What follows belongs to an exercise in optimizing a design on an open flow for small area, a short achievable clock period and few clock cycles per item; a production flow would make more cautious choices. Only simulation tests tie the RTL to the original design; equivalence was not proved. Power and IR drop assume default switching activity.

==> design.v <==
package ftss_pkg;
    localparam logic [2:0] PH_IDLE   = 3'd0;
    localparam logic [2:0] PH_Y_OUT  = 3'd1;
    localparam logic [2:0] PH_X_OUT  = 3'd2;
    localparam logic [2:0] PH_PAUSE1 = 3'd3;
    localparam logic [2:0] PH_Y_BACK = 3'd4;
    localparam logic [2:0] PH_X_BACK = 3'd5;
    localparam logic [2:0] PH_PAUSE2 = 3'd6;
    localparam logic [7:0] FRAME_HEADER  = 8'hA5;
    localparam logic [7:0] FRAME_TRAILER = 8'h5B;
    localparam logic [7:0]  RST_ORIGIN_X      = 8'd15;
    localparam logic [7:0]  RST_ORIGIN_Y      = 8'd60;
    localparam logic [21:0] RST_SCALE_X       = 22'd860052;
    localparam logic [21:0] RST_SCALE_Y       = 22'd1147739;
    localparam logic [11:0] RST_STEP_LIMIT    = 12'd2000;
    localparam logic [15:0] RST_HALF_PERIOD_X = 16'd1000;
    localparam logic [15:0] RST_HALF_PERIOD_Y = 16'd650;
    localparam logic [17:0] RST_PAUSE_TICKS   = 18'd200000;
endpackage
module ftss_ks_add #(
    parameter int W = 8
) (
    input  logic [W-1:0] a,
    input  logic [W-1:0] b,
    input  logic         cin,
    output logic [W-1:0] sum,
    output logic         cout
);
    localparam int L = (W + 1 > 16) ? 5 : (W + 1 > 8) ? 4 : (W + 1 > 4) ? 3 : 2;
    logic [W:0] g [0:L];
    logic [W:0] p [0:L];
    logic [W-1:0] hp;
    assign hp = a ^ b;
    assign g[0] = {a & b, cin};
    assign p[0] = {hp, 1'b0};
    for (genvar k = 0; k < L; k++) begin : g_lvl
        for (genvar i = 0; i <= W; i++) begin : g_bit
            if (i >= (1 << k)) begin : g_op
                assign g[k+1][i] = g[k][i] | (p[k][i] & g[k][i - (1 << k)]);
                assign p[k+1][i] = p[k][i] & p[k][i - (1 << k)];
            end else begin : g_pass
                assign g[k+1][i] = g[k][i];
                assign p[k+1][i] = p[k][i];
            end
        end
    end
    assign sum  = hp ^ g[L][W-1:0];
    assign cout = g[L][W];
endmodule
module ftss_bk_add #(
    parameter int W = 8
) (
    input  logic [W-1:0] a,
    input  logic [W-1:0] b,
    input  logic         cin,
    output logic [W-1:0] sum,
    output logic         cout
);
    localparam int N = W + 1;
    localparam int L = (N > 16) ? 5 : (N > 8) ? 4 : (N > 4) ? 3 : 2;
    logic [W-1:0] hp;
    logic [N-1:0] g, p;
    assign hp = a ^ b;
    always_comb begin
        g = {a & b, cin};
        p = {hp, 1'b0};
        for (int d = 0; d < L; d++) begin
            for (int i = (2 << d) - 1; i < N; i += (2 << d)) begin
                g[i] = g[i] | (p[i] & g[i - (1 << d)]);
                p[i] = p[i] & p[i - (1 << d)];
            end
        end
        for (int d = L - 2; d >= 0; d--) begin
            for (int i = 3 * (1 << d) - 1; i < N; i += (2 << d)) begin
                g[i] = g[i] | (p[i] & g[i - (1 << d)]);
                p[i] = p[i] & p[i - (1 << d)];
            end
        end
    end
    assign sum  = hp ^ g[W-1:0];
    assign cout = g[W];
endmodule
module framed_target_stepper_sequencer #(
    parameter int STEP_WIDTH = 12
) (
    input  logic        aclk,
    input  logic        aresetn,
    input  logic        s_tvalid,
    output logic        s_tready,
    input  logic [7:0]  s_tdata,
    input  logic        s_tuser,
    output logic        m_tvalid,
    input  logic        m_tready,
    output logic [7:0]  m_tdata,
    input  logic        cfg_valid,
    output logic        cfg_ready,
    input  logic [2:0]  cfg_index,
    input  logic [21:0] cfg_wdata
);
    logic rst_q;
    always_ff @(posedge aclk) rst_q <= !aresetn;
    logic [7:0]  ox, oy;
    logic [21:0] sx, sy;
    logic [11:0] lim;
    logic [15:0] hx, hy;
    logic [17:0] pt;
    assign cfg_ready = 1'b1;
    logic [21:0] wd_lo, wd_hi;
    logic [7:0]  cfg_we;
    assign wd_lo = cfg_wdata & ~{22{rst_q}};
    assign wd_hi = cfg_wdata | {22{rst_q}};
    function automatic logic [21:0] wd_rst(logic [21:0] rv, logic [21:0] lo, logic [21:0] hi);
        wd_rst = (rv & hi) | (~rv & lo);
    endfunction
    logic [21:0] d_ox, d_oy, d_sx, d_sy, d_lim, d_hx, d_hy, d_pt;
    assign d_ox  = wd_rst(22'(ftss_pkg::RST_ORIGIN_X), wd_lo, wd_hi);
    assign d_oy  = wd_rst(22'(ftss_pkg::RST_ORIGIN_Y), wd_lo, wd_hi);
    assign d_sx  = wd_rst(ftss_pkg::RST_SCALE_X, wd_lo, wd_hi);
    assign d_sy  = wd_rst(ftss_pkg::RST_SCALE_Y, wd_lo, wd_hi);
    assign d_lim = wd_rst(22'(ftss_pkg::RST_STEP_LIMIT), wd_lo, wd_hi);
    assign d_hx  = wd_rst(22'(ftss_pkg::RST_HALF_PERIOD_X), wd_lo, wd_hi);
    assign d_hy  = wd_rst(22'(ftss_pkg::RST_HALF_PERIOD_Y), wd_lo, wd_hi);
    assign d_pt  = wd_rst(22'(ftss_pkg::RST_PAUSE_TICKS), wd_lo, wd_hi);
    always_comb begin
        for (int k = 0; k < 8; k++) cfg_we[k] = rst_q || (cfg_valid && cfg_index == 3'(k));
    end
    always_ff @(posedge aclk) begin
        if (cfg_we[0]) ox  <= d_ox[7:0];
        if (cfg_we[1]) oy  <= d_oy[7:0];
        if (cfg_we[2]) sx  <= d_sx;
        if (cfg_we[3]) sy  <= d_sy;
        if (cfg_we[4]) lim <= d_lim[11:0];
        if (cfg_we[5]) hx  <= d_hx[15:0];
        if (cfg_we[6]) hy  <= d_hy[15:0];
        if (cfg_we[7]) pt  <= d_pt[17:0];
    end
    logic       rdy, in_v, in_u;
    logic [7:0] in_d;
    logic       in_fire, consume;
    assign s_tready = rdy;
    assign in_fire  = s_tvalid && rdy;
    always_ff @(posedge aclk) begin
        if (in_fire) begin
            in_u <= s_tuser;
            in_d <= s_tdata;
        end
    end
    localparam int YO = 0, XO = 1, P1 = 2, YB = 3, XB = 4, P2 = 5;
    logic [1:0]  cnt;           
    logic        hdr;           
    logic [7:0]  tx, ty;        
    logic [2:0]  typ;           
    logic        bk;            
    logic [5:0]  ph;            
    logic [11:0] ny, nx;        
    logic [11:0] sl;            
    logic [17:0] c1;            
    logic        pulse;
    logic [1:0]  dir;           
    logic        mul_busy;
    logic [3:0]  mcnt;
    logic        seenx, seeny;
    function automatic logic [7:0] enter(logic [5:0] s, logic y_nz, logic x_nz,
                                         logic p_nz, logic [1:0] dir_in);
        logic [5:0] f, r;
        logic       act, fy, fx;
        f   = {p_nz, x_nz, y_nz, p_nz, x_nz, y_nz};
        act = 1'b0;
        fy  = 1'b0;
        fx  = 1'b0;
        for (int j = 0; j < 6; j++) begin
            act = act | s[j];
            if (j == YB) fy = act;
            if (j == XB) fx = act;
            r[j] = act & f[j];
            act  = act & !f[j];
        end
        enter = {r, dir_in[1] ^ fy, dir_in[0] ^ fx};
    endfunction
    logic        is_idle, is_y, is_x, is_p;
    logic [17:0] thr;
    logic        hit;
    logic [7:0]  ent;
    logic [5:0]  e_ph;
    logic        e_y, e_step;
    assign ph      = {typ & {3{bk}}, typ & {3{!bk}}};
    assign is_idle = !(|typ);
    assign is_y    = typ[0];
    assign is_x    = typ[1];
    assign is_p    = typ[2];
    assign thr     = ({18{is_p}} & pt) | ({18{is_y}} & {2'b00, hy}) | ({18{is_x}} & {2'b00, hx});
    logic cmp_now, eq_inc, hit_q, hit_n;
    ftss_bk_add #(.W(18)) u_cmp (.a(c1), .b(~thr), .cin(1'b1), .sum(), .cout(cmp_now));
    logic [17:0] r_in;
    logic [17:0] eq_bit;
    assign r_in = c1 ^ thr;
    assign eq_bit[0] = r_in[0];
    for (genvar i = 1; i < 18; i++) begin : g_eq
        if (i == 1) begin : g_one
            assign eq_bit[i] = (r_in[1] == c1[0]);
        end else begin : g_rest
            assign eq_bit[i] = (r_in[i] == (c1[i-1] & r_in[i-1]));
        end
    end
    assign eq_inc = &eq_bit;
    logic le1_p, le1_y, le1_x;
    assign le1_p = !(|pt[17:1]);
    assign le1_y = !(|hy[15:1]);
    assign le1_x = !(|hx[15:1]);
    assign hit = hit_q;
    logic [17:0] c1_inc;
    ftss_bk_add #(.W(18)) u_inc (.a(c1), .b(18'd0), .cin(1'b1), .sum(c1_inc), .cout());
    logic [11:0] sl_dec;
    ftss_bk_add #(.W(12)) u_dec (.a(sl), .b(12'hfff), .cin(1'b0), .sum(sl_dec), .cout());
    assign ent    = enter(mul_busy ? 6'b000001 : {ph[4:0], 1'b0}, |ny, |nx, |pt, dir);
    assign e_ph   = ent[7:2];
    assign e_y    = e_ph[YO] | e_ph[YB];
    assign e_step = e_y | e_ph[XO] | e_ph[XB];
    logic [7:0] dx, dy;
    logic       bx, by;
    ftss_bk_add #(.W(8)) u_dx (.a(tx), .b(~ox), .cin(1'b1), .sum(dx), .cout(bx));
    ftss_bk_add #(.W(8)) u_dy (.a(ty), .b(~oy), .cin(1'b1), .sum(dy), .cout(by));
    logic        bitx, bity;
    logic [21:0] accx, accy, sumx, sumy;
    logic        cox, coy;
    assign accx = {nx, c1[9:0]};
    assign accy = {ny, sl[9:0]};
    logic        bxq, byq, bxq_n, byq_n;
    assign bitx = bxq;
    assign bity = byq;
    ftss_ks_add #(.W(22)) u_mx (.a(accx), .b({22{bitx}} & sx), .cin(1'b0), .sum(sumx), .cout(cox));
    ftss_ks_add #(.W(22)) u_my (.a(accy), .b({22{bity}} & sy), .cin(1'b0), .sum(sumy), .cout(coy));
    logic [13:0] px, py;
    logic        gx, gy;
    assign px = accx[21:8];
    assign py = accy[21:8];
    ftss_bk_add #(.W(14)) u_lx (.a({2'b00, lim}), .b(~px), .cin(1'b1), .sum(), .cout(gx));
    ftss_bk_add #(.W(14)) u_ly (.a({2'b00, lim}), .b(~py), .cin(1'b1), .sum(), .cout(gy));
    logic       out_v, skid_v;
    logic [5:0] out_r, skid_r;
    logic       out_fire;
    assign out_fire = out_v && m_tready;
    assign m_tvalid = out_v;
    assign m_tdata  = {2'b00, out_r};
    logic        proc, push, fe, do_enter;
    logic        c1_one, c1_inc_sel;
    logic [1:0]  cnt_n;
    logic        hdr_n;
    logic [7:0]  tx_n, ty_n;
    logic [5:0]  ph_n;
    logic [2:0]  typ_n;
    logic        bk_n;
    logic [11:0] ny_n, nx_n, sl_n;
    logic [17:0] c1_n;
    logic        pulse_n;
    logic [1:0]  dir_n;
    logic        mul_busy_n;
    logic [3:0]  mcnt_n;
    logic        seenx_n, seeny_n;
    logic [5:0]  res;
    logic proc_q, mit_q, mmin_q, mend_q;
    assign proc = proc_q;
    always_comb begin
        cnt_n      = cnt;
        hdr_n      = hdr;
        tx_n       = tx;
        ty_n       = ty;
        ph_n       = ph;
        ny_n       = ny;
        nx_n       = nx;
        sl_n       = sl;
        c1_n       = c1;
        pulse_n    = pulse;
        dir_n      = dir;
        mul_busy_n = mul_busy;
        mcnt_n     = mcnt;
        seenx_n    = seenx;
        seeny_n    = seeny;
        bxq_n      = tx[1] ^ (dir[0] & (seenx | tx[0]));
        byq_n      = ty[1] ^ (!dir[1] & (seeny | ty[0]));
        push       = 1'b0;
        fe         = 1'b0;
        do_enter   = 1'b0;
        consume    = 1'b0;
        c1_one     = 1'b0;
        c1_inc_sel = 1'b0;
        if (mit_q) begin
            {nx_n, c1_n[9:0]} = {cox, sumx[21:1]};
            {ny_n, sl_n[9:0]} = {coy, sumy[21:1]};
            seenx_n = seenx | tx[0];
            seeny_n = seeny | ty[0];
            tx_n    = {1'b0, tx[7:1]};
            ty_n    = {1'b0, ty[7:1]};
            mcnt_n  = mcnt + 4'd1;
        end
        if (mmin_q) begin
            nx_n   = gx ? px[11:0] : lim;
            ny_n   = gy ? py[11:0] : lim;
            mcnt_n = mcnt + 4'd1;
        end
        if (mend_q) begin
            do_enter   = 1'b1;
            c1_n       = 18'd1;
            c1_one     = 1'b1;
            push       = 1'b1;
            mul_busy_n = 1'b0;
        end
        if (proc) begin
            consume = 1'b1;
            if (in_u) begin
                push = 1'b1;
                if (!is_idle) begin
                    if (!hit) begin
                        c1_n       = c1_inc;
                        c1_inc_sel = 1'b1;
                    end else begin
                        c1_n   = 18'd1;
                        c1_one = 1'b1;
                        if (is_p) begin
                            do_enter = 1'b1;
                        end else if (pulse) begin
                            pulse_n = 1'b0;
                            sl_n    = sl_dec;
                            if (sl == 12'd1) do_enter = 1'b1;
                        end else begin
                            pulse_n = 1'b1;
                        end
                    end
                end
            end else if (!is_idle) begin
                push  = 1'b1;
                cnt_n = 2'd0;
            end else if (cnt != 2'd3) begin
                push  = 1'b1;
                cnt_n = cnt + 2'd1;
                if (cnt == 2'd0) hdr_n = (in_d == ftss_pkg::FRAME_HEADER);
                if (cnt == 2'd1) tx_n  = in_d;
                if (cnt == 2'd2) ty_n  = in_d;
            end else begin
                cnt_n = 2'd0;
                if (hdr && in_d == ftss_pkg::FRAME_TRAILER) begin
                    mul_busy_n = 1'b1;
                    mcnt_n     = 4'd0;
                    dir_n      = {by, !bx};
                    tx_n       = dx;
                    ty_n       = dy;
                    nx_n       = '0;
                    ny_n       = '0;
                    c1_n[9:0]  = '0;
                    sl_n[9:0]  = '0;
                    seenx_n    = 1'b0;
                    seeny_n    = 1'b0;
                    bxq_n      = dx[0];
                    byq_n      = dy[0];
                end else begin
                    push = 1'b1;
                    fe   = 1'b1;
                end
            end
        end
        if (do_enter) begin
            ph_n    = e_ph;
            dir_n   = ent[1:0];
            pulse_n = e_step;
            sl_n    = e_y ? ny : nx;
        end
        typ_n = {ph_n[P1] | ph_n[P2], ph_n[XO] | ph_n[XB], ph_n[YO] | ph_n[YB]};
        bk_n  = ph_n[YB] | ph_n[XB] | ph_n[P2];
        if (c1_one)
            hit_n = (typ_n[2] & le1_p) | (typ_n[0] & le1_y) | (typ_n[1] & le1_x);
        else if (c1_inc_sel)
            hit_n = cmp_now | eq_inc;
        else
            hit_n = cmp_now;
        res[0] = pulse_n && typ_n[1];
        res[1] = dir_n[0];
        res[2] = pulse_n && typ_n[0];
        res[3] = dir_n[1];
        res[4] = |typ_n;
        res[5] = fe;
    end
    always_ff @(posedge aclk) begin
        tx    <= tx_n;
        ty    <= ty_n;
        ny    <= ny_n;
        nx    <= nx_n;
        sl    <= sl_n;
        c1    <= c1_n;
        pulse <= pulse_n;
        hdr   <= hdr_n;
        mcnt  <= mcnt_n;
        seenx <= seenx_n;
        seeny <= seeny_n;
        hit_q <= hit_n;
        bxq   <= bxq_n;
        byq   <= byq_n;
        if (rst_q) begin
            cnt      <= 2'd0;
            typ      <= 3'd0;
            bk       <= 1'b0;
            dir      <= 2'b00;
            mul_busy <= 1'b0;
        end else begin
            cnt      <= cnt_n;
            typ      <= typ_n;
            bk       <= bk_n;
            dir      <= dir_n;
            mul_busy <= mul_busy_n;
        end
    end
    logic in_v_n, skid_v_n, out_v_n;
    assign in_v_n = !rst_q && (in_fire || (in_v && !consume));
    always_ff @(posedge aclk) begin
        if (rst_q) begin
            proc_q <= 1'b0;
            mit_q  <= 1'b0;
            mmin_q <= 1'b0;
            mend_q <= 1'b0;
        end else begin
            proc_q <= in_v_n && !skid_v_n && !mul_busy_n;
            mit_q  <= mul_busy_n && !mcnt_n[3];
            mmin_q <= mul_busy_n && (mcnt_n == 4'd8);
            mend_q <= mul_busy_n && (mcnt_n == 4'd9) && !skid_v_n;
        end
    end
    always_ff @(posedge aclk) begin
        in_v <= in_v_n;
        rdy  <= aresetn && (!in_v_n || (!skid_v_n && !mul_busy_n));
    end
    always_comb begin
        out_v_n  = out_v;
        skid_v_n = skid_v;
        if (skid_v) begin
            if (out_fire) begin
                out_v_n  = 1'b1;
                skid_v_n = 1'b0;
            end
        end else if (!out_v || out_fire) begin
            out_v_n = push;
        end else if (push) begin
            skid_v_n = 1'b1;
        end
        if (!aresetn || rst_q) begin
            out_v_n  = 1'b0;
            skid_v_n = 1'b0;
        end
    end
    always_ff @(posedge aclk) begin
        out_v  <= out_v_n;
        skid_v <= skid_v_n;
        if (skid_v) begin
            if (out_fire) out_r <= skid_r;
        end else if (!out_v || out_fire) begin
            if (push) out_r <= res;
        end else if (push) begin
            skid_r <= res;
        end
    end
endmodule
==> flow/run.sh <==
#!/bin/bash
# Standard ORFS layout, with plain buffers (not delay buffers) on the ports.
set -euo pipefail
cfg=${FLOW_CONFIG:-config.mk}
cat flow/extra.mk >> "$cfg"
bash standard.sh finish > std_flow.log 2>&1
==> flow/extra.mk <==
export BUFFER_PORTS_ARGS = -buffer_cell sky130_fd_sc_hd__buf_2
export SETUP_SLACK_MARGIN = 8.0
==> standard.sh <==
#!/bin/bash
# synth_recipe.tcl (not shown) runs the flow's synth.tcl, then flattens the netlist and writes it again
# the make line also repeats each setting of config.mk as NAME=value (left out here)
make -C /OpenROAD-flow-scripts/flow DESIGN_CONFIG=/design/flow/config.mk WORK_HOME=/design/flow/orfs CLKGATE_MAP_FILE= SYNTH_SCRIPT=/design/flow/synth_recipe.tcl "${@:-finish}"
==> config.mk <==
export PLATFORM = sky130hd
export DESIGN_NAME = framed_target_stepper_sequencer
export DESIGN_NICKNAME = framed_target_stepper_sequencer
export VERILOG_FILES = /design/flow/design.v
export SDC_FILE = /design/flow/constraint.sdc
export NUM_CORES = 4
export LEC_CHECK = 0
export CAP_MARGIN = 20
export CORE_MARGIN = 2
export CORE_UTILIZATION = 40
export CTS_CLUSTER_DIAMETER = 100
export CTS_CLUSTER_SIZE = 32
export SLEW_MARGIN = 20
export BUFFER_PORTS_ARGS = -buffer_cell sky130_fd_sc_hd__buf_2
export SETUP_SLACK_MARGIN = 8.0
==> constraint.sdc <==
create_clock -name core_clock -period 11.0 [get_ports {aclk}]
set_input_delay 2.2000 -clock core_clock [delete_from_list [all_inputs] [get_ports {aclk}]]
set_output_delay 2.2000 -clock core_clock [all_outputs]
set_load 0.01 [all_outputs]
==> results of run 1 <==
==> power groups by stage <==
stage	Combinational, mW	Clock, mW	Sequential, mW
4_1_cts	0.261	0.586	1.06
2_1_floorplan	0.194	0	1.05
3_5_place_dp	0.257	0	1.08
3_3_place_gp	0.253	0	1.08
5_1_grt	0.297	0.614	1.06
6_report	0.267	0.575	1.06
==> registers in the layout, indices dropped and copies added, names as in the netlist, 2 cells and up <==
register / cells
ox: 8
oy: 8
typ: 3
lim: 12
nx: 12
mcnt: 4
cnt: 2
ty: 8
sl: 12
sy: 22
skid_r: 6
in_d: 8
hy: 16
hx: 16
ny: 12
tx: 8
dir: 2
c1: 18
out_r: 6
sx: 22
pt: 18
==> cells in the final DEF (no fill, tap or decap), types with 30 or more instances in the layout <==
master	n
edfxtp_1	146
ha_1	129
nor2_1	124
a21oi_1	104
inv_1	92
nand2_1	89
dfxtp_1	84
o21ai_0	72
mux2i_1	49
and2_1	45
buf_2	44
nor2b_1	36
xnor2_1	31
xor2_1	30
==> worst min-delay path: stages, from the launching register on <==
cell     delay, ps
dfxtp_1        340
a21oi_1         40
nor2_1          70
==> through the flow <==
stage / hold slack (ps) / worst slack (ps) / instances / power [mW]
4_1_cts: 486.7 / 7727 / 1990 / 1.902
2_1_floorplan: 431.5 / 8009 / 1505 / 1.247
6_report: 481.8 / 7742 / 2001 / 1.898
5_1_grt: 533.0 / 7690 / 2001 / 1.973
3_3_place_gp: 442.1 / 7734 / 1967 / 1.329
3_5_place_dp: 456.1 / 7717 / 1967 / 1.333
==> repair_timing <==
action                                  in CTS  in global routing
hold endpoints to repair                     0                  0
pin swaps                                    2                  5
setup buffers                                2                 11
endpoints found under the setup margin      41                 39
gates resized for setup                     14                 25
==> cell type report <==
| type | instances | area (sq um) | share of cell area |
|---|---|---|---|
| clock buffer | 15 | 332.8 | 0.02055 |
| clock inverter | 6 | 93.84 | 0.005793 |
| timing repair buffer | 71 | 430.4 | 0.02657 |
| multi-input combinational | 1106 | 8078 | 0.4987 |
| tap | 468 | 585.6 | 0.03615 |
| inverter | 93 | 349.1 | 0.02155 |
| sequential | 242 | 6329 | 0.3907 |
==> layer usage <==
layer / part of all wire / vias up / GRT usage
li1: - / 5580 / -
met1: 0.47 / 5570 / 0.3076
met2: 0.46 / 309 / 0.3474
met3: 0.046 / 53 / 0.01951
met4: 0.025 / 0 / 0.05752
met5: 0 / - / 0
==> worst max-delay path by stage <==
stage | startpoint | end
5_1_grt | out_r[0]$_DFFE_PP_ | m_tdata[0]
3_3_place_gp | cfg_valid | lim[3]$_DFFE_PP_
3_5_place_dp | cfg_valid | lim[7]$_DFFE_PP_
6_report | out_r[0]$_DFFE_PP_ | m_tdata[0]
4_1_cts | out_r[0]$_DFFE_PP_ | m_tdata[0]
2_1_floorplan | cfg_valid | lim[0]$_DFFE_PP_
==> cell families (layout without fill, tap and decap cells) <==
kind of cell / Yosys count / count (layout)
flip-flops: 242 / 242
AO/OA/AOI/OAI: 394 / 394
buffers and inverters: 157 / 185
XOR/XNOR: 61 / 61
other: 2 / 3
adder cells (fa/ha/maj): 142 / 142
multiplexers: 61 / 61
AND/OR/NAND/NOR: 445 / 445
==> impl_metrics.ini, run 1 <==
[cts]
cts_hold_buf = 0
clkLatencyLatePin_ps = 510
clockRootBuffer = clkbuf_16
numCtsBuffers = 13
htree_levels = 1
cts_tree = done
clk_pin_slew_worst_paths_ps = 120
clock_path_buffers = 3
cts.sinks = 242

[setup_path]
cp_top_family = flip-flops
r2r_slack_ps = 8160
cp_data_required_time_ps = 8800
cp_num_buf_inv = 1
reg2reg_from = sx[4]$_DFFE_PP_
critPathLaunchType = register
r2r_end = nx[9]$_DFF_P_
rr_worst_depth = 10
crit_chain = buf_2
worst-path-max-fanout = 1
critical_path_class = reg -> out
endpoint_kind = primary output
worstSetupPathDepth = 1
cpPeakStageDelay_ps = 400
critical_path_arrival_ps = 1060
crit_slowest_cell = edfxtp_1

[timing]
clock_skew_ps = 41.68
fin_setup_tns_ps = 0
slew_violations = 0
hold_viol_final = 0
rsz0062_at_grt = yes
slew_headroom = 0.4310
tightest_slew_ps = 853.4
period_needed_ps = 3258
fmax_mhz = 306.9
finalSetupViolCount = 0
min_period_over_period = 0.2962

[synth]
ys_seq_elements = 242
synth_top_family_by_area = compound AO/OA/AOI/OAI gates
yosys_warnings = 8
async_reset_ff_frac = 0
synth-main-ff-cell = edfxtp_1
yosys.area_share.simple = 0.1501
netlist_top_cells_area = edfxtp_1 (30%), dfxtp_1 (13%), ha_1 (11%)
synthMuxAreaShare = 0.04211
synth_edf_count = 146
synth-adder-area-share = 0.1264
yosys-top-cells-count = edfxtp_1 (146), ha_1 (129), nor2_1 (125), a21oi_1 (108), dfxtp_1 (96)
netlist_area_sq_um = 14830
yosys.area.top_type = edfxtp_1
syn_inst = 1504
yosys.area_share.xor_xnor = 0.03604
ys_types = 79
syn_area_per_cell_sq_um = 9.857
ys_seq_area_frac = 0.4254
synth_top_area_frac = 0.2957
synth_compound_area_frac = 0.1771
yosysMostFrequentCell = edfxtp_1

[floorplanning]
rows = 70
start_util = 0.4059
die_w_um = 196.5
fp.dieH_um = 196.5
core_sq_um = 36520
io_pins = 50
die_area_sq_um = 38620

[global_route]
antenna_found_initial = 0
grt_overflow = 0
grt_max_degree = 61
track_usage = 0.2143
grt_pass1_wl_mm = 64.51
grt_pass1_vias = 11120

[routing]
num_vias = 11510
drt_pass1_iterations = 8
via_per_inst = 5.753
drtAntennaViolNets = 0
drt_iter0_markers = 1216
drt_wl_total_mm = 41.75
drc = 0
wl_per_cell_um = 20.86

[layout]
fillers = 3476
n_antenna_cell = 0
post-route-cell-area_sq_um = 16200
drive_gt1_frac = 0.1161
areaGrowthSynthToFinish_pct = 9.258
final_core_util = 0.4435
nNetsFinal = 1708

[power]
seq_power_share = 0.556
p_sw_frac = 0.2815
switching_power_uw = 534.3
powerDensity_nw_per_um2 = 117.2
p_leak_nw = 6.502
vdd_drop_max_v = 0.0001461
clkPwrFrac = 0.303
pwr-share-comb = 0.141
p_int_mw = 1.364

[min_path]
min_to = seenx$_DFF_P_
worstHoldPathCells = 2
hold_path_startpoint = seenx$_DFF_P_
hold_class = reg -> reg

[outcome]
status = finished clean

[run]
cap_viol_max_count = 0

[place]
gp_congestion = 0.8964
place_area_sq_um = 15520
numPortBuffers = 46
dp_hpwl_mm = 31.30
Testbench counts, summed over its fixed seeds: cycles 160,236, items 160,000.
==> run 2: changes to the inputs <==
--- a/config.mk
+++ b/config.mk
@@ -8,8 +8,8 @@
 export CAP_MARGIN = 20
 export CORE_MARGIN = 2
 export CORE_UTILIZATION = 40
-export CTS_CLUSTER_DIAMETER = 100
-export CTS_CLUSTER_SIZE = 32
+export CTS_CLUSTER_DIAMETER = 80
+export CTS_CLUSTER_SIZE = 24
 export SLEW_MARGIN = 20
 export BUFFER_PORTS_ARGS = -buffer_cell sky130_fd_sc_hd__buf_2
 export SETUP_SLACK_MARGIN = 8.0
==> impl_metrics.ini, run 2 <==
[timing]
clock_skew_ps = 27.49
timing.hold.ws_ps = 478.6
tightest_slew_ps = 884.4
slew_headroom = 0.4104
finalSetupViolCount = 0
period_needed_ps = 3245
slew_violations = 0
finalWorstSetupSlack_ps = 7755
fin_setup_tns_ps = 0
min_period_over_period = 0.2950
rsz0062_at_grt = yes
hold_viol_final = 0
fmax_mhz = 308.2

[setup_path]
r2r_end = hit_q$_DFF_P_
cpPeakStageDelay_ps = 390
critical_path_arrival_ps = 1040
cp_num_buf_inv = 1
cp_top_family = flip-flops
r2r_slack_ps = 8110
critical_path_class = reg -> out
worstSetupPathDepth = 1
rr_worst_depth = 9
worst-path-max-fanout = 1
crit_chain = buf_2
endpoint = m_tdata[0]
cp-startpoint = out_r[0]$_DFFE_PP_
endpoint_kind = primary output
reg2reg_from = typ[2]$_SDFF_PP0_
crit_slowest_cell = edfxtp_1
cp_data_required_time_ps = 8800
critPathLaunchType = register

[synth]
syn_inst = 1504
synth_compound_area_frac = 0.1771
ys_types = 79
syn_area_per_cell_sq_um = 9.857
synth_top_area_frac = 0.2957
synth-main-ff-cell = edfxtp_1
ys_seq_area_frac = 0.4254
yosys-top-cells-count = edfxtp_1 (146), ha_1 (129), nor2_1 (125), a21oi_1 (108), dfxtp_1 (96)
synthMuxAreaShare = 0.04211
yosys.area_share.simple = 0.1501
yosysMostFrequentCell = edfxtp_1
async_reset_ff_frac = 0
ys_seq_elements = 242
netlist_area_sq_um = 14830
yosys.area_share.xor_xnor = 0.03604
netlist_top_cells_area = edfxtp_1 (30%), dfxtp_1 (13%), ha_1 (11%)
yosys.area.top_type = edfxtp_1
synth-adder-area-share = 0.1264
yosys_warnings = 8
synth_edf_count = 146
synth_top_family_by_area = compound AO/OA/AOI/OAI gates

[global_route]
grt_max_degree = 61
track_usage = 0.2142
grt_pass1_wl_mm = 64.58
grt_overflow = 0
antenna_found_initial = 0
grt_pass1_vias = 11170

[layout]
layout_commonest_cell = edfxtp_1
nNetsFinal = 1707
drive_gt1_frac = 0.1152
layout_common_cells = edfxtp_1 (146), ha_1 (129), nor2_1 (124)
top_regs = sx: 22 flops, sy: 22 flops
areaGrowthSynthToFinish_pct = 9.714
n_antenna_cell = 0

[power]
seq_power_share = 0.534
powerDensity_nw_per_um2 = 121.5
clkPwrFrac = 0.332
p_sw_frac = 0.2747
vdd_drop_max_v = 0.0001356
switching_power_uw = 542.9
p_int_mw = 1.433
pwr-share-comb = 0.133
p_leak_nw = 6.540

[floorplanning]
fp.dieH_um = 196.5
core_sq_um = 36520
die_w_um = 196.5
start_util = 0.4059
rows = 70
io_pins = 50
die_area_sq_um = 38620

[run]
cap_viol_max_count = 0

[cts]
htree_levels = 1
numCtsBuffers = 16
clkLatencyLatePin_ps = 520
cts.sinks = 242
clock_path_buffers = 3
cts_tree = done
clockRootBuffer = clkbuf_16
clk_pin_slew_worst_paths_ps = 100

[routing]
drt_wl_total_mm = 41.71
via_per_inst = 5.783
num_vias = 11590
drt_pass1_iterations = 5
drt_iter0_markers = 1038
drtAntennaViolNets = 0
drc = 0
wl_per_cell_um = 20.81

[place]
gp_congestion = 0.8964
dp_hpwl_mm = 31.30
numPortBuffers = 46
dp_slack_ps = 7717

[min_path]
hold_path_startpoint = seeny$_DFF_P_
hold_class = reg -> reg

[outcome]
status = finished clean
==> run 2: cell count changes in the layout (fill, tap and decap cells not counted), sizes merged <==
cell / previous run / this run
buf: 70 / 66
clkbuf: 16 / 24
inv: 96 / 95
==> run 2: through the flow <==
step | instance area (sq um) | utilization | total power, mW | std cells
floorplan | 14880 | - | 1.247 | 1505
global placement | 15520 | 0.4251 | 1.329 | 1967
detailed placement | 15520 | 0.4251 | 1.333 | 1967
CTS | 16120 | 0.4414 | 1.988 | 1996
global route | 16270 | 0.4454 | 2.056 | 2004
finish | 16270 | 0.4454 | 1.976 | 2004
==> run 2: final cells by class <==
| cell class | instances | area [sq um] |
|---|---|---|
| Fill cell | 3471 | 20260 |
| Multi-Input combinational cell | 1106 | 8060 |
| Sequential cell | 242 | 6329 |
| Tap cell | 468 | 585.6 |
| Clock buffer | 23 | 457.9 |
| Timing Repair Buffer | 67 | 400.4 |
| Inverter | 93 | 349.1 |
| Clock inverter | 5 | 83.83 |
==> run 2: per-layer routing <==
| metal | GRT usage | share of wire | vias up |
|---|---|---|---|
| met1 | 0.3058 | 0.46 | 5630 |
| met4 | 0.05808 | 0.025 | 0 |
| met3 | 0.01780 | 0.045 | 58 |
| met5 | 0 | 0 | - |
| met2 | 0.3501 | 0.47 | 310 |
| li1 | - | - | 5591 |
==> run 2: power groups by stage <==
stage / Sequential [mW] / Clock, mW / Combinational, mW
finish: 1.06 / 0.657 / 0.263
global route: 1.06 / 0.701 / 0.294
CTS: 1.06 / 0.673 / 0.260
detailed placement: 1.08 / 0 / 0.257
global placement: 1.08 / 0 / 0.253
floorplan: 1.05 / 0 / 0.194
==> run 2: logic make-up after synthesis <==
group / Yosys count
fa+ha+maj: 142
other cells: 2
xor+xnor: 61
simple gates: 445
mux: 61
compound gates: 394
buf+inv: 157
flops: 242
==> run 2: worst min path at each step <==
stage	endpoint	cells after the start
after floorplan	seenx$_DFF_P_	2
final	seeny$_DFF_P_	2
after CTS	seeny$_DFF_P_	2
after detailed placement	seeny$_DFF_P_	2
after global placement	seenx$_DFF_P_	2
after global routing	skid_v$_DFF_P_	1
==> run 2: repair_timing <==
item                                    CTS  global route
endpoints found under the setup margin   39            35
gates resized for setup                  14            23
hold buffers                              0             0
pin swaps                                 1             4
endpoints found under the hold margin     0             0
buffers inserted                          1             8
==> run 3: changes to the inputs <==
==> flow/extra.mk (replaced) <==
export BUFFER_PORTS_ARGS = -buffer_cell sky130_fd_sc_hd__buf_2
export SETUP_SLACK_MARGIN = 7.7
--- a/config.mk
+++ b/config.mk
@@ -12,4 +12,4 @@
 export CTS_CLUSTER_SIZE = 24
 export SLEW_MARGIN = 20
 export BUFFER_PORTS_ARGS = -buffer_cell sky130_fd_sc_hd__buf_2
-export SETUP_SLACK_MARGIN = 8.0
+export SETUP_SLACK_MARGIN = 7.7
==> impl_metrics.ini, run 3 <==
[outcome]
status = finished clean

[setup_path]
critPathLaunchType = register
endpoint_kind = primary output
worst-path-max-fanout = 6
critical_path_class = reg -> out
crit_slowest_cell = dfxtp_2
crit_chain = buf_2
cp_top_family = flip-flops
cpPeakStageDelay_ps = 390
cp_data_required_time_ps = 8800
cp_num_buf_inv = 1
critical_path_arrival_ps = 1050

[synth]
syn_inst = 1504
synth-main-ff-cell = edfxtp_1
yosys.area.top_type = edfxtp_1
ys_types = 79
yosysMostFrequentCell = edfxtp_1
ys_seq_elements = 242
async_reset_ff_frac = 0
syn_area_per_cell_sq_um = 9.857
yosys_warnings = 8
synth_top_area_frac = 0.2957
ys_seq_area_frac = 0.4254
yosys-top-cells-count = edfxtp_1 (146), ha_1 (129), nor2_1 (125), a21oi_1 (108), dfxtp_1 (96)
synth_edf_count = 146
netlist_area_sq_um = 14830
netlist_top_cells_area = edfxtp_1 (30%), dfxtp_1 (13%), ha_1 (11%)

[timing]
slew_violations = 0
fin_setup_tns_ps = 0
finalWorstSetupSlack_ps = 7751
min_period_over_period = 0.2953
period_needed_ps = 3249
fmax_mhz = 307.8
clock_skew_ps = 29.41
rsz0062_at_grt = yes
finalSetupViolCount = 0
slew_headroom = 0.3081
timing.hold.ws_ps = 491.1
hold_viol_final = 0
tightest_slew_ps = 1038

[place]
dp_hpwl_mm = 31.26
place_area_sq_um = 15470
dp.cells = 1966
numPortBuffers = 46
dp_slack_ps = 7304
gp_congestion = 0.8969

[floorplanning]
core_sq_um = 36520
start_util = 0.4059
rows = 70
die_area_sq_um = 38620
io_pins = 50
die_w_um = 196.5
fp.dieH_um = 196.5

[power]
vdd_drop_max_v = 0.0001233
total_power_mw = 1.964
p_leak_nw = 6.473
powerDensity_nw_per_um2 = 122.4

[cts]
cts.sinks = 242
clockRootBuffer = clkbuf_16
clkLatencyLatePin_ps = 520
cts_tree = done
clk_pin_slew_worst_paths_ps = 100
htree_levels = 1
cts_hold_buf = 0
numCtsBuffers = 16
clock_path_buffers = 3

[routing]
via_per_inst = 5.786
wl_per_cell_um = 20.85
drt_iter0_markers = 984
num_vias = 11560
drc = 0
drt_pass1_iterations = 7
drt_wl_total_mm = 41.66
drtAntennaViolNets = 0

[layout]
layout_common_cells = edfxtp_1 (146), ha_1 (129), nor2_1 (123)
post-route-cell-area_sq_um = 16050
layout_commonest_cell = edfxtp_1
areaGrowthSynthToFinish_pct = 8.229
nNetsFinal = 1701
n_antenna_cell = 0
layoutNonFillerInstCount = 1998
final_core_util = 0.4393
top_regs = sx: 22 flops, sy: 22 flops
drive_gt1_frac = 0.09412

[global_route]
grt_pass1_wl_mm = 64.25
antenna_found_initial = 0
grt_pass1_vias = 11200
track_usage = 0.2143
grt_max_degree = 61
grt_overflow = 0

[run]
cap_viol_max_count = 0

[min_path]
hold_class = reg -> reg
run 3: cell type report:
class | instances | area (sq um)
Clock buffer | 23 | 447.9
Inverter | 93 | 349.1
Timing Repair Buffer | 61 | 342.8
Multi-Input combinational cell | 1106 | 7918
Clock inverter | 5 | 86.33
Sequential cell | 242 | 6316
Fill cell | 3469 | 20480
Tap cell | 468 | 585.6
run 3: cell families after synthesis:
family                   Yosys count  share of synthesized area
other                              2                  0.0005066
buffers and inverters            157                    0.04228
flip-flops                       242                     0.4254
multiplexers                      61                    0.04211
AO/OA/AOI/OAI                    394                     0.1771
AND/OR/NAND/NOR                  445                     0.1501
XOR/XNOR                          61                    0.03604
adder cells (fa/ha/maj)          142                     0.1264
run 3: worst paths after layout:
kind	startpoint	endpoint	slack, ps	cells past startpoint
min reg2reg	seenx$_DFF_P_	seenx$_DFF_P_	490	2
min	seenx$_DFF_P_	seenx$_DFF_P_	490	2
max reg2reg	byq$_DFF_P_	ny[10]$_DFF_P_	7890	10
max	out_v$_SDFFE_PP0P_	m_tvalid	7750	1
run 3: repair_timing:
| action | 4_1_cts | 5_1_grt |
|---|---|---|
| setup endpoints to repair | 1 | 29 |
| buffers inserted | 0 | 4 |
| gates cloned | 0 | 0 |
| pin swaps | 0 | 1 |
| resized for setup | 1 | 6 |
run 3: metal layers:
metal	vias to the layer above	part of all wire	GRT usage
met4	0	0.019	0.05219
met1	5613	0.45	0.2958
li1	5563	-	-
met2	343	0.48	0.3642
met5	-	0	0
met3	42	0.053	0.01951
run 3: report_power, final:
part	internal [mW]	switching, mW	total [mW]
Sequential	1.01	0.0446	1.06
Combinational	0.109	0.149	0.258
Clock	0.304	0.347	0.650
Total	1.42	0.540	1.96
run 3: tightest hold or removal path, cell delays in order, from the launching register on:
cell	delay, ps
dfxtp_1	350
a21oi_1	40
nor2_1	70
==> run 4: changes to the inputs <==
==> flow/run.sh (replaced) <==
#!/bin/bash
# Standard ORFS layout (the standard.sh, standard synthesis), with two changes
# read from flow/extra.mk: plain buf_2 port buffers instead of delay buffers, and a
# larger setup slack margin so that repair_timing works below the 11 ns clock.
# The make output goes to std_flow.log; each ORFS step logs under orfs/logs.
set -euo pipefail
cfg=${FLOW_CONFIG:-config.mk}
cat flow/extra.mk >> "$cfg"
bash standard.sh finish > std_flow.log 2>&1
--- a/config.mk
+++ b/config.mk
@@ -8,8 +8,8 @@
 export CAP_MARGIN = 20
 export CORE_MARGIN = 2
 export CORE_UTILIZATION = 40
-export CTS_CLUSTER_DIAMETER = 80
-export CTS_CLUSTER_SIZE = 24
+export CTS_CLUSTER_DIAMETER = 90
+export CTS_CLUSTER_SIZE = 28
 export SLEW_MARGIN = 20
 export BUFFER_PORTS_ARGS = -buffer_cell sky130_fd_sc_hd__buf_2
 export SETUP_SLACK_MARGIN = 7.7
==> impl_metrics.ini, run 4 <==
[outcome]
status = finished clean

[cts]
clk_pin_slew_worst_paths_ps = 100
cts_tree = done
cts_hold_buf = 0
clkLatencyLatePin_ps = 520
numCtsBuffers = 14
htree_levels = 1
clockRootBuffer = clkbuf_16
cts.sinks = 242
clock_path_buffers = 3

[setup_path]
critical_path_class = reg -> out
critPathLaunchType = register
cpPeakStageDelay_ps = 380
crit_chain = buf_2
critical_path_arrival_ps = 1040
r2r_slack_ps = 7900
cp_top_family = flip-flops
worst-path-max-fanout = 1
cp_num_buf_inv = 1
cp_data_required_time_ps = 8800
crit_slowest_cell = edfxtp_1
endpoint_kind = primary output

[place]
dp.cells = 1966
numPortBuffers = 46
dp_hpwl_mm = 31.26
gp_congestion = 0.8969

[layout]
n_antenna_cell = 0
layout_commonest_cell = edfxtp_1
layoutNonFillerInstCount = 1994
nNetsFinal = 1699
drive_gt1_frac = 0.09305
final_core_util = 0.4376
areaGrowthSynthToFinish_pct = 7.798
top_regs = sx: 22 flops, sy: 22 flops
layout_common_cells = edfxtp_1 (146), ha_1 (129), nor2_1 (123)

[synth]
netlist_top_cells_area = edfxtp_1 (30%), dfxtp_1 (13%), ha_1 (11%)
yosys.area.top_type = edfxtp_1
ys_types = 79
yosys-top-cells-count = edfxtp_1 (146), ha_1 (129), nor2_1 (125), a21oi_1 (108), dfxtp_1 (96)
synth_top_area_frac = 0.2957
ys_seq_area_frac = 0.4254
synth-main-ff-cell = edfxtp_1
synth_edf_count = 146
syn_area_per_cell_sq_um = 9.857
ys_seq_elements = 242
syn_inst = 1504
async_reset_ff_frac = 0
yosysMostFrequentCell = edfxtp_1
netlist_area_sq_um = 14830
yosys_warnings = 8

[timing]
period_needed_ps = 3243
slew_violations = 0
fmax_mhz = 308.3
clock_skew_ps = 36.75
slew_headroom = 0.3115
timing.hold.ws_ps = 477.7
finalSetupViolCount = 0
tightest_slew_ps = 1033
fin_setup_tns_ps = 0
min_period_over_period = 0.2948
rsz0062_at_grt = no
hold_viol_final = 0

[routing]
drt_wl_total_mm = 41.52
drt_pass1_iterations = 5
drt_iter0_markers = 1074
via_per_inst = 5.821
wl_per_cell_um = 20.82
drc = 0
num_vias = 11610
drtAntennaViolNets = 0

[global_route]
grt_overflow = 0
grt_pass1_vias = 11110
antenna_found_initial = 0
grt_pass1_wl_mm = 63.74
track_usage = 0.2132
grt_max_degree = 61

[power]
total_power_mw = 1.920
p_leak_nw = 6.444
powerDensity_nw_per_um2 = 120.1
vdd_drop_max_v = 0.0001278

[run]
cap_viol_max_count = 0

[floorplanning]
rows = 70
fp.dieH_um = 196.5
die_area_sq_um = 38620
core_sq_um = 36520
io_pins = 50
start_util = 0.4059
die_w_um = 196.5

[min_path]
hold_class = reg -> reg
run 4: cell types whose count changed in the layout (fill, tap and decap cells not counted):
cell | before | now
clkinv_8 | 0 | 3
clkbuf_1 | 6 | 4
clkbuf_16 | 17 | 15
clkinv_16 | 1 | 0
clkinv_4 | 1 | 0
inv_12 | 1 | 0
run 4: worst paths after layout:
check | start | endpoint | cells past startpoint
worst max-delay path | out_r[3]$_DFFE_PP_ | m_tdata[3] | 1
worst min-delay path | seenx$_DFF_P_ | seenx$_DFF_P_ | 2
worst max register to register | ny[8]$_DFF_P_ | sl[10]$_DFFE_PP_ | 8
worst min register to register | seenx$_DFF_P_ | seenx$_DFF_P_ | 2
run 4: kinds of logic (layout without fill, tap and decap cells):
kind of cell / Yosys count / in the layout / synth area share
adders and majority gates: 142 / 142 / 0.1264
buffers and inverters: 157 / 178 / 0.04228
xor gates and xnor gates: 61 / 61 / 0.03604
AOI/OAI and AO/OA: 394 / 394 / 0.1771
and+or+nand+nor: 445 / 445 / 0.1501
DFF: 242 / 242 / 0.4254
other: 2 / 3 / 0.0005066
muxes: 61 / 61 / 0.04211
run 4: area by class of cell:
| type | instances | area [sq um] |
|---|---|---|
| multi-input cells | 1106 | 7918 |
| clock inverters | 5 | 80.08 |
| well taps | 468 | 585.6 |
| fillers | 3475 | 20540 |
| repair buffers | 61 | 342.8 |
| flip-flops and latches | 242 | 6316 |
| clock buffers | 19 | 390.4 |
| inverters | 93 | 349.1 |
run 4: stage by stage:
step	area (sq um)	setup WS (ps)
finish	15980	7757
global route	15980	7708
global placement	15470	7334
floorplan	14830	7753
CTS	15940	7736
detailed placement	15470	7304
run 4: routing by layer:
metal,part of all wire,track usage
met2,0.46,0.3534
met5,0,0
met3,0.049,0.02053
met1,0.46,0.2946
met4,0.032,0.06790
run 4: what timing repair did:
action,in CTS,in global routing
buffers inserted,0,4
endpoints found under the setup margin,1,29
resized for setup,1,6
pin swaps,0,1
run 4: report_power, final:
part           switching (mW)  total (mW)  internal, mW
logic                   0.150       0.258         0.109
registers              0.0445        1.06          1.01
clock network           0.338       0.606         0.268
total                   0.532        1.92          1.39
==> run 5: changes to the inputs <==
--- a/config.mk
+++ b/config.mk
@@ -10,6 +10,7 @@
 export CORE_UTILIZATION = 40
 export CTS_CLUSTER_DIAMETER = 90
 export CTS_CLUSTER_SIZE = 28
+export PLACE_DENSITY = 0.72
 export SLEW_MARGIN = 20
 export BUFFER_PORTS_ARGS = -buffer_cell sky130_fd_sc_hd__buf_2
 export SETUP_SLACK_MARGIN = 7.7
==> impl_metrics.ini, run 5 <==
[routing]
wl_per_cell_um = 20.07
drt_iter0_markers = 1146
drt_wl_total_mm = 39.88
drt_pass1_iterations = 6
drtAntennaViolNets = 0
drc = 0
via_per_inst = 5.959
num_vias = 11840

[synth]
synth_compound_area_frac = 0.1771
synth-main-ff-cell = edfxtp_1
syn_inst = 1504
ys_types = 79
ys_seq_area_frac = 0.4254
yosys.area_share.xor_xnor = 0.03604
yosysMostFrequentCell = edfxtp_1
synth-adder-area-share = 0.1264
netlist_top_cells_area = edfxtp_1 (30%), dfxtp_1 (13%), ha_1 (11%)
yosys.area.top_type = edfxtp_1
ys_seq_elements = 242
yosys.area_share.simple = 0.1501
synth_top_family_by_area = compound AO/OA/AOI/OAI gates
yosys_warnings = 8
netlist_area_sq_um = 14830
synthMuxAreaShare = 0.04211
yosys-top-cells-count = edfxtp_1 (146), ha_1 (129), nor2_1 (125), a21oi_1 (108), dfxtp_1 (96)
synth_top_area_frac = 0.2957
syn_area_per_cell_sq_um = 9.857
synth_edf_count = 146
async_reset_ff_frac = 0

[global_route]
grt_max_degree = 61
grt_overflow = 0
antenna_found_initial = 0
track_usage = 0.2022
grt_pass1_vias = 11180
grt_pass1_wl_mm = 61.76

[timing]
finalWorstSetupSlack_ps = 7771
clock_skew_ps = 19.94
rsz0062_at_grt = no
slew_violations = 0
timing.hold.ws_ps = 478.7
period_needed_ps = 3229
min_period_over_period = 0.2935
fmax_mhz = 309.7
slew_headroom = 0.3019
fin_setup_tns_ps = 0
hold_viol_final = 0
finalSetupViolCount = 0
tightest_slew_ps = 1047

[setup_path]
cp_top_family = flip-flops
worst-path-max-fanout = 1
crit_chain = buf_2
critical_path_arrival_ps = 1030
critical_path_class = reg -> out
endpoint_kind = primary output
crit_slowest_cell = edfxtp_1
critPathLaunchType = register
cp_num_buf_inv = 1
cp_data_required_time_ps = 8800
cpPeakStageDelay_ps = 390

[floorplanning]
core_sq_um = 36520
die_w_um = 196.5
fp.dieH_um = 196.5
io_pins = 50
start_util = 0.4059
die_area_sq_um = 38620
rows = 70

[cts]
cts.sinks = 242
numCtsBuffers = 13
cts_tree = done
cts_repair_resize_count = 1
clk_pin_slew_worst_paths_ps = 120
clock_path_buffers = 3
cts_hold_buf = 0
clkLatencyLatePin_ps = 500
htree_levels = 1
clockRootBuffer = clkbuf_16
postCtsSetupBuffers = 0

[power]
vdd_drop_max_v = 0.0001115
powerDensity_nw_per_um2 = 116.6
p_leak_nw = 6.385

[place]
place_area_sq_um = 15460
numPortBuffers = 46
gp_congestion = 0.8911
dp_slack_ps = 7325
dp_hpwl_mm = 29.85

[layout]
drive_gt1_frac = 0.08953
n_antenna_cell = 0
fillers = 3433
layout_common_cells = edfxtp_1 (146), ha_1 (129), nor2_1 (123)
nNetsFinal = 1694
areaGrowthSynthToFinish_pct = 7.081
top_regs = sx: 22 flops, sy: 22 flops
layout_commonest_cell = edfxtp_1
post-route-cell-area_sq_um = 15880

[min_path]
hold_class = reg -> reg

[run]
cap_viol_max_count = 0

[outcome]
status = finished clean
[run 5: through the flow]
| step | cells | util | power, mW |
|---|---|---|---|
| global route | 1987 | 0.4347 | 1.920 |
| floorplan | 1505 | - | 1.246 |
| detailed placement | 1965 | 0.4233 | 1.328 |
| CTS | 1986 | 0.4339 | 1.852 |
| finish | 1987 | 0.4347 | 1.851 |
| global placement | 1965 | 0.4233 | 1.318 |
[run 5: kinds of logic after synthesis]
| logic type | after synthesis |
|---|---|
| AOI/OAI and AO/OA | 394 |
| xor gates and xnor gates | 61 |
| adders and majority gates | 142 |
| buffers and inverters | 157 |
| muxes | 61 |
| other | 2 |
| and+or+nand+nor | 445 |
| DFF | 242 |
[run 5: cell type report]
cell class	instances	area, sq um	share of cell area
clock inverter	4	45.04	0.002837
timing repair buffer	57	316.6	0.01994
multi-input combinational	1106	7923	0.4991
tap	468	585.6	0.03689
inverter	93	349.1	0.02199
sequential	242	6316	0.3979
clock buffer	17	340.3	0.02144
[run 5: layer usage]
layer / GRT usage / vias up / part of all wire
met5: 0 / - / 0
met4: 0.06594 / 0 / 0.031
met3: 0.03114 / 65 / 0.072
met2: 0.3329 / 485 / 0.46
met1: 0.2733 / 5751 / 0.43
li1: - / 5540 / -
[run 5: path summary, 6_finish.rpt]
| path | start | end | slack (ps) | cells past startpoint |
|---|---|---|---|---|
| hold reg to reg | seenx$_DFF_P_ | seenx$_DFF_P_ | 480 | 2 |
| setup reg to reg | cnt[1]$_SDFFE_PP0P_ | rdy$_DFF_P_ | 7860 | 8 |
| setup / recovery | out_r[0]$_DFFE_PP_ | m_tdata[0] | 7770 | 1 |
| hold / removal | seenx$_DFF_P_ | seenx$_DFF_P_ | 480 | 2 |
[run 5: where the power goes]
part           leakage (nW)  total, mW  switching (mW)  internal (mW)
sequential             2.21       1.06          0.0440           1.01
clock                 0.184      0.537           0.307          0.230
combinational          3.99      0.258           0.149          0.109
==> run 6: changes to the inputs <==
--- a/config.mk
+++ b/config.mk
@@ -10,7 +10,7 @@
 export CORE_UTILIZATION = 40
 export CTS_CLUSTER_DIAMETER = 90
 export CTS_CLUSTER_SIZE = 28
-export PLACE_DENSITY = 0.72
+export PLACE_DENSITY = 0.82
 export SLEW_MARGIN = 20
 export BUFFER_PORTS_ARGS = -buffer_cell sky130_fd_sc_hd__buf_2
 export SETUP_SLACK_MARGIN = 7.7
==> impl_metrics.ini, run 6 <==
[outcome]
status = finished clean

[setup_path]
rr_worst_depth = 8
r2r_end = ny[8]$_DFF_P_
cp_data_required_time_ps = 8800
worst-path-max-fanout = 6
crit_chain = buf_2
critical_path_class = reg -> out
critPathLaunchType = register
cp_num_buf_inv = 1
cp_top_family = flip-flops
crit_slowest_cell = dfxtp_2
critical_path_arrival_ps = 1040
r2r_slack_ps = 7880
endpoint_kind = primary output
cpPeakStageDelay_ps = 390
reg2reg_from = lim[8]$_DFFE_PP_

[synth]
yosys.area.top_type = edfxtp_1
netlist_top_cells_area = edfxtp_1 (30%), dfxtp_1 (13%), ha_1 (11%)
synth-main-ff-cell = edfxtp_1
netlist_area_sq_um = 14830
ys_types = 79
syn_inst = 1504
ys_seq_elements = 242
synth_edf_count = 146
syn_area_per_cell_sq_um = 9.857
yosys_warnings = 8
ys_seq_area_frac = 0.4254
yosys-top-cells-count = edfxtp_1 (146), ha_1 (129), nor2_1 (125), a21oi_1 (108), dfxtp_1 (96)
synth_top_area_frac = 0.2957
async_reset_ff_frac = 0
yosysMostFrequentCell = edfxtp_1

[layout]
nNetsFinal = 1697
layout_commonest_cell = edfxtp_1
fillers = 3265
layoutNonFillerInstCount = 1991
top_regs = sx: 22 flops, sy: 22 flops
multiInputGateArea_sq_um = 7920
layout_common_cells = edfxtp_1 (146), ha_1 (129), nor2_1 (124)
n_antenna_cell = 0
drive_gt1_frac = 0.09127
areaGrowthSynthToFinish_pct = 7.334
regArea_sq_um = 6316

[cts]
clkLatencyLatePin_ps = 520
cts_tree = done
clock_path_buffers = 3
clk_pin_slew_worst_paths_ps = 100
clockRootBuffer = clkbuf_16
numCtsBuffers = 13
cts.sinks = 242
htree_levels = 1
cts_hold_buf = 0

[floorplanning]
die_w_um = 196.5
rows = 70
fp.dieH_um = 196.5
start_util = 0.4059
die_area_sq_um = 38620
io_pins = 50
core_sq_um = 36520

[global_route]
antenna_found_initial = 0
grt_pass1_vias = 11350
track_usage = 0.2001
grt_pass1_wl_mm = 61.36
grt_max_degree = 61
grt_overflow = 0

[timing]
tightest_slew_ps = 1113
timing.hold.ws_ps = 488.8
min_period_over_period = 0.2946
slew_headroom = 0.2577
fin_setup_tns_ps = 0
clock_skew_ps = 31.76
period_needed_ps = 3240
finalWorstSetupSlack_ps = 7760
finalSetupViolCount = 0
slew_violations = 0
rsz0062_at_grt = no
fmax_mhz = 308.6
hold_viol_final = 0

[min_path]
hold_class = reg -> reg
worstHoldPathCells = 1
hold_path_startpoint = c1[17]$_DFF_P_
min_to = c1[17]$_DFF_P_

[routing]
drt_iter0_markers = 1502
drtAntennaViolNets = 0
num_vias = 11910
via_per_inst = 5.980
drt_wl_total_mm = 39.46
wl_per_cell_um = 19.82
drc = 0
drt_pass1_iterations = 13

[place]
dp_hpwl_mm = 29.53
dp.cells = 1966
gp_congestion = 0.9287
numPortBuffers = 46
dp_slack_ps = 7332

[power]
pwr-share-comb = 0.140
powerDensity_nw_per_um2 = 116.1
vdd_drop_max_v = 0.0001784
p_sw_frac = 0.2690
clkPwrFrac = 0.289
p_leak_nw = 6.411
p_int_mw = 1.351
seq_power_share = 0.570
total_power_mw = 1.848
switching_power_uw = 497.2

[run]
cap_viol_max_count = 0
==> run 6: cell counts after synthesis <==
No cell type changed its count.
==> run 6: how the worst max path moves through the flow <==
| stage | start | end | slack, ps | depth (start not counted) |
|---|---|---|---|---|
| after floorplan | cfg_index[2] | sy[0]$_DFFE_PP_ | 7750 | 2 |
| after global placement | cfg_index[2] | sy[20]$_DFFE_PP_ | 7350 | 3 |
| after detailed placement | cfg_index[2] | sy[18]$_DFFE_PP_ | 7330 | 3 |
| after CTS | typ[2]$_SDFF_PP0_ | hit_q$_DFF_P_ | 7720 | 10 |
| after global routing | lim[8]$_DFFE_PP_ | ny[8]$_DFF_P_ | 7710 | 8 |
| final | out_v$_SDFFE_PP0P_ | m_tvalid | 7760 | 1 |
==> run 6: layer usage <==
metal / global-route usage / routed length [um] / vias to the layer above
met3: 0.02704 / 3151 / 82
met2: 0.3357 / 18640 / 580
li1: - / - / 5544
met1: 0.2642 / 16270 / 5701
met4: 0.07407 / 1406 / 0
met5: 0 / 0 / -
==> run 6: what timing repair did <==
| action | 4_1_cts | 5_1_grt |
|---|---|---|
| buffers inserted | 0 | 3 |
| cloned | 0 | 0 |
| pin swaps | 0 | 2 |
| resized for setup | 1 | 8 |
| setup endpoints to repair | 1 | 32 |
==> run 6: metrics by stage <==
stage	utilization	area [sq um]
2_1_floorplan	-	14830
3_3_place_gp	0.4235	15470
3_5_place_dp	0.4235	15470
4_1_cts	0.4343	15860
5_1_grt	0.4357	15910
6_report	0.4357	15910
==> run 6: kinds of logic (layout without fill, tap and decap cells) <==
family / after synthesis / after routing / synth area share
AO/OA/AOI/OAI: 394 / 394 / 0.1771
XOR/XNOR: 61 / 61 / 0.03604
adder cells (fa/ha/maj): 142 / 142 / 0.1264
buffers and inverters: 157 / 175 / 0.04228
flip-flops: 242 / 242 / 0.4254
multiplexers: 61 / 61 / 0.04211
other: 2 / 3 / 0.0005066
AND/OR/NAND/NOR: 445 / 445 / 0.1501
==> run 6: power by group through the flow <==
stage | Combinational [mW] | Clock [mW] | Sequential [mW]
floorplan | 0.193 | 0 | 1.05
global placement | 0.244 | 0 | 1.07
detailed placement | 0.255 | 0 | 1.07
CTS | 0.257 | 0.540 | 1.05
global route | 0.287 | 0.573 | 1.06
finish | 0.260 | 0.534 | 1.05
==> run 6: cell type report <==
type / instances / area share
tap: 468 / 0.03680
timing repair buffer: 60 / 0.02186
clock buffer: 17 / 0.02139
inverter: 93 / 0.02194
sequential: 242 / 0.3969
clock inverter: 5 / 0.003381
multi-input combinational: 1106 / 0.4977
==> run 7: changes to the inputs <==
--- a/config.mk
+++ b/config.mk
@@ -8,9 +8,8 @@
 export CAP_MARGIN = 20
 export CORE_MARGIN = 2
 export CORE_UTILIZATION = 40
-export CTS_CLUSTER_DIAMETER = 90
-export CTS_CLUSTER_SIZE = 28
-export PLACE_DENSITY = 0.82
+export CTS_CLUSTER_DIAMETER = 80
+export CTS_CLUSTER_SIZE = 24
 export SLEW_MARGIN = 20
 export BUFFER_PORTS_ARGS = -buffer_cell sky130_fd_sc_hd__buf_2
 export SETUP_SLACK_MARGIN = 7.7
==> impl_metrics.ini, run 7 <==
[min_path]
hold_class = reg -> reg

[routing]
wl_per_cell_um = 20.85
wl_met2_mm = 19.88
via_per_inst = 5.786
drt_iter0_markers = 984
wl_met1_mm = 18.77
highest_layer = met4
num_vias = 11560
drc = 0
drtAntennaViolNets = 0
drt_wl_total_mm = 41.66
wl_met3_mm = 2.205
drt_pass1_iterations = 7

[setup_path]
critical_path_arrival_ps = 1050
critPathLaunchType = register
worst-path-max-fanout = 6
cp_data_required_time_ps = 8800
cpPeakStageDelay_ps = 390
cp_num_buf_inv = 1
cp_top_family = flip-flops
critical_path_class = reg -> out
endpoint_kind = primary output
crit_slowest_cell = dfxtp_2
crit_chain = buf_2

[global_route]
antenna_found_initial = 0
grt_pass1_wl_mm = 64.25
grt_pass1_vias = 11200
grt_overflow = 0
grt_max_degree = 61
track_usage = 0.2143

[timing]
finalSetupViolCount = 0
period_needed_ps = 3249
timing.hold.ws_ps = 491.1
rsz0062_at_grt = yes
hold_viol_final = 0
fmax_mhz = 307.8
slew_violations = 0
fin_setup_tns_ps = 0
slew_headroom = 0.3081
finalWorstSetupSlack_ps = 7751
min_period_over_period = 0.2953
tightest_slew_ps = 1038
clock_skew_ps = 29.41

[layout]
regArea_sq_um = 6316
n_antenna_cell = 0
nNetsFinal = 1701
fillers = 3469
layout_common_cells = edfxtp_1 (146), ha_1 (129), nor2_1 (123)
multiInputGateArea_sq_um = 7918
drive_gt1_frac = 0.09412
post-route-cell-area_sq_um = 16050
top_regs = sx: 22 flops, sy: 22 flops
layout_commonest_cell = edfxtp_1
areaGrowthSynthToFinish_pct = 8.229

[synth]
synth_top_area_frac = 0.2957
yosys_warnings = 8
ys_seq_elements = 242
ys_types = 79
ys_seq_area_frac = 0.4254
async_reset_ff_frac = 0
synth_edf_count = 146
netlist_top_cells_area = edfxtp_1 (30%), dfxtp_1 (13%), ha_1 (11%)
syn_area_per_cell_sq_um = 9.857
synth-main-ff-cell = edfxtp_1
yosys-top-cells-count = edfxtp_1 (146), ha_1 (129), nor2_1 (125), a21oi_1 (108), dfxtp_1 (96)
yosysMostFrequentCell = edfxtp_1
netlist_area_sq_um = 14830
yosys.area.top_type = edfxtp_1
syn_inst = 1504

[power]
p_leak_nw = 6.473
vdd_drop_max_v = 0.0001233
powerDensity_nw_per_um2 = 122.4

[place]
numPortBuffers = 46
dp_slack_ps = 7304
gp_congestion = 0.8969
dp_hpwl_mm = 31.26
place_area_sq_um = 15470

[cts]
numCtsBuffers = 16
htree_levels = 1
clkLatencyLatePin_ps = 520
cts.sinks = 242
clockRootBuffer = clkbuf_16
cts_hold_buf = 0
clk_pin_slew_worst_paths_ps = 100
clock_path_buffers = 3
cts_tree = done

[floorplanning]
io_pins = 50
start_util = 0.4059
rows = 70
die_w_um = 196.5
fp.dieH_um = 196.5
die_area_sq_um = 38620
core_sq_um = 36520

[outcome]
status = finished clean

[run]
cap_viol_max_count = 0
==> run 7: layer usage <==
metal / global-route usage / up-vias
met5: 0 / -
met4: 0.05219 / 0
met3: 0.01951 / 42
met2: 0.3642 / 343
met1: 0.2958 / 5613
li1: - / 5563
==> run 7: stage by stage <==
stage / instances / power [mW] / utilization
final: 1998 / 1.964 / 0.4393
after CTS: 1994 / 1.975 / 0.4382
after detailed placement: 1966 / 1.332 / 0.4236
after global placement: 1966 / 1.326 / 0.4236
after floorplan: 1505 / 1.246 / -
after global routing: 1998 / 2.048 / 0.4393
==> run 7: worst paths after layout <==
check                     startpoint             end  slack [ps]  cells after the start
hold / removal         seenx$_DFF_P_   seenx$_DFF_P_         490                      2
hold reg to reg        seenx$_DFF_P_   seenx$_DFF_P_         490                      2
setup / recovery  out_v$_SDFFE_PP0P_        m_tvalid        7750                      1
setup reg to reg         byq$_DFF_P_  ny[10]$_DFF_P_        7890                     10
==> run 7: power breakdown <==
part	total [mW]	internal, mW	switching, mW
Sequential	1.06	1.01	0.0446
Combinational	0.258	0.109	0.149
Clock	0.650	0.304	0.347
Total	1.96	1.42	0.540
==> run 7: area by class of cell <==
cell class              count  share of cell area
clock buffers              23             0.02792
clock inverters             5            0.005381
inverters                  93             0.02176
multi-input cells        1106              0.4934
flip-flops and latches    242              0.3936
well taps                 468             0.03649
repair buffers             61             0.02137
==> run 7: what timing repair did <==
item,CTS,global route
buffers inserted,0,4
resized for setup,1,6
setup endpoints to repair,1,29
pin swaps,0,1
==> run 7: cells by family after synthesis <==
group / Yosys count / synth area share
AOI/OAI and AO/OA: 394 / 0.1771
xor gates and xnor gates: 61 / 0.03604
adders and majority gates: 142 / 0.1264
buffers and inverters: 157 / 0.04228
DFF: 242 / 0.4254
muxes: 61 / 0.04211
other: 2 / 0.0005066
and+or+nand+nor: 445 / 0.1501

## port drivers added, routing unchanged
No port has a modelled driver above. Below, the same layouts with a new extraction and two added sets of constraints.
Step 1 (the two cells are an assumption about what drives the block):
set clk [get_ports {aclk}]
set_driving_cell -lib_cell sky130_fd_sc_hd__clkbuf_16 $clk
set_driving_cell -lib_cell sky130_fd_sc_hd__buf_2 [delete_from_list [all_inputs] $clk]
Step 2 also shifts input and output timing later by t, the mid clock arrival at the registers, as if the neighbouring blocks saw the same clock.
Slacks: ideal / step 1 / step 2; pairs: ideal / step 1.
| run | shift t [ns] | slack for setup (ns) | worst setup path at the end | pins driven straight from the clock port |
|---|---|---|---|---|
| run 1 | 0.543 | 7.742 / 7.691 / 7.711 | input to register | 1 |
| run 2 | 0.554 | 7.755 / 7.704 / 7.693 | input to register | 1 |
| run 3 | 0.559 | 7.751 / 7.699 / 7.323 | input to register | 1 |
| run 4 | 0.552 | 7.757 / 7.707 / 7.330 | input to register | 1 |
| run 5 | 0.536 | 7.771 / 7.725 / 7.315 | input to register | 1 |
| run 6 | 0.550 | 7.760 / 7.710 / 7.321 | input to register | 1 |
| run 7 | 0.559 | 7.751 / 7.699 / 7.323 | input to register | 1 |
After both steps setup and hold are still met in every run listed. The setup slack of run 5, which loses most, moves by -0.046 ns with the drivers and by -0.456 ns with both steps.
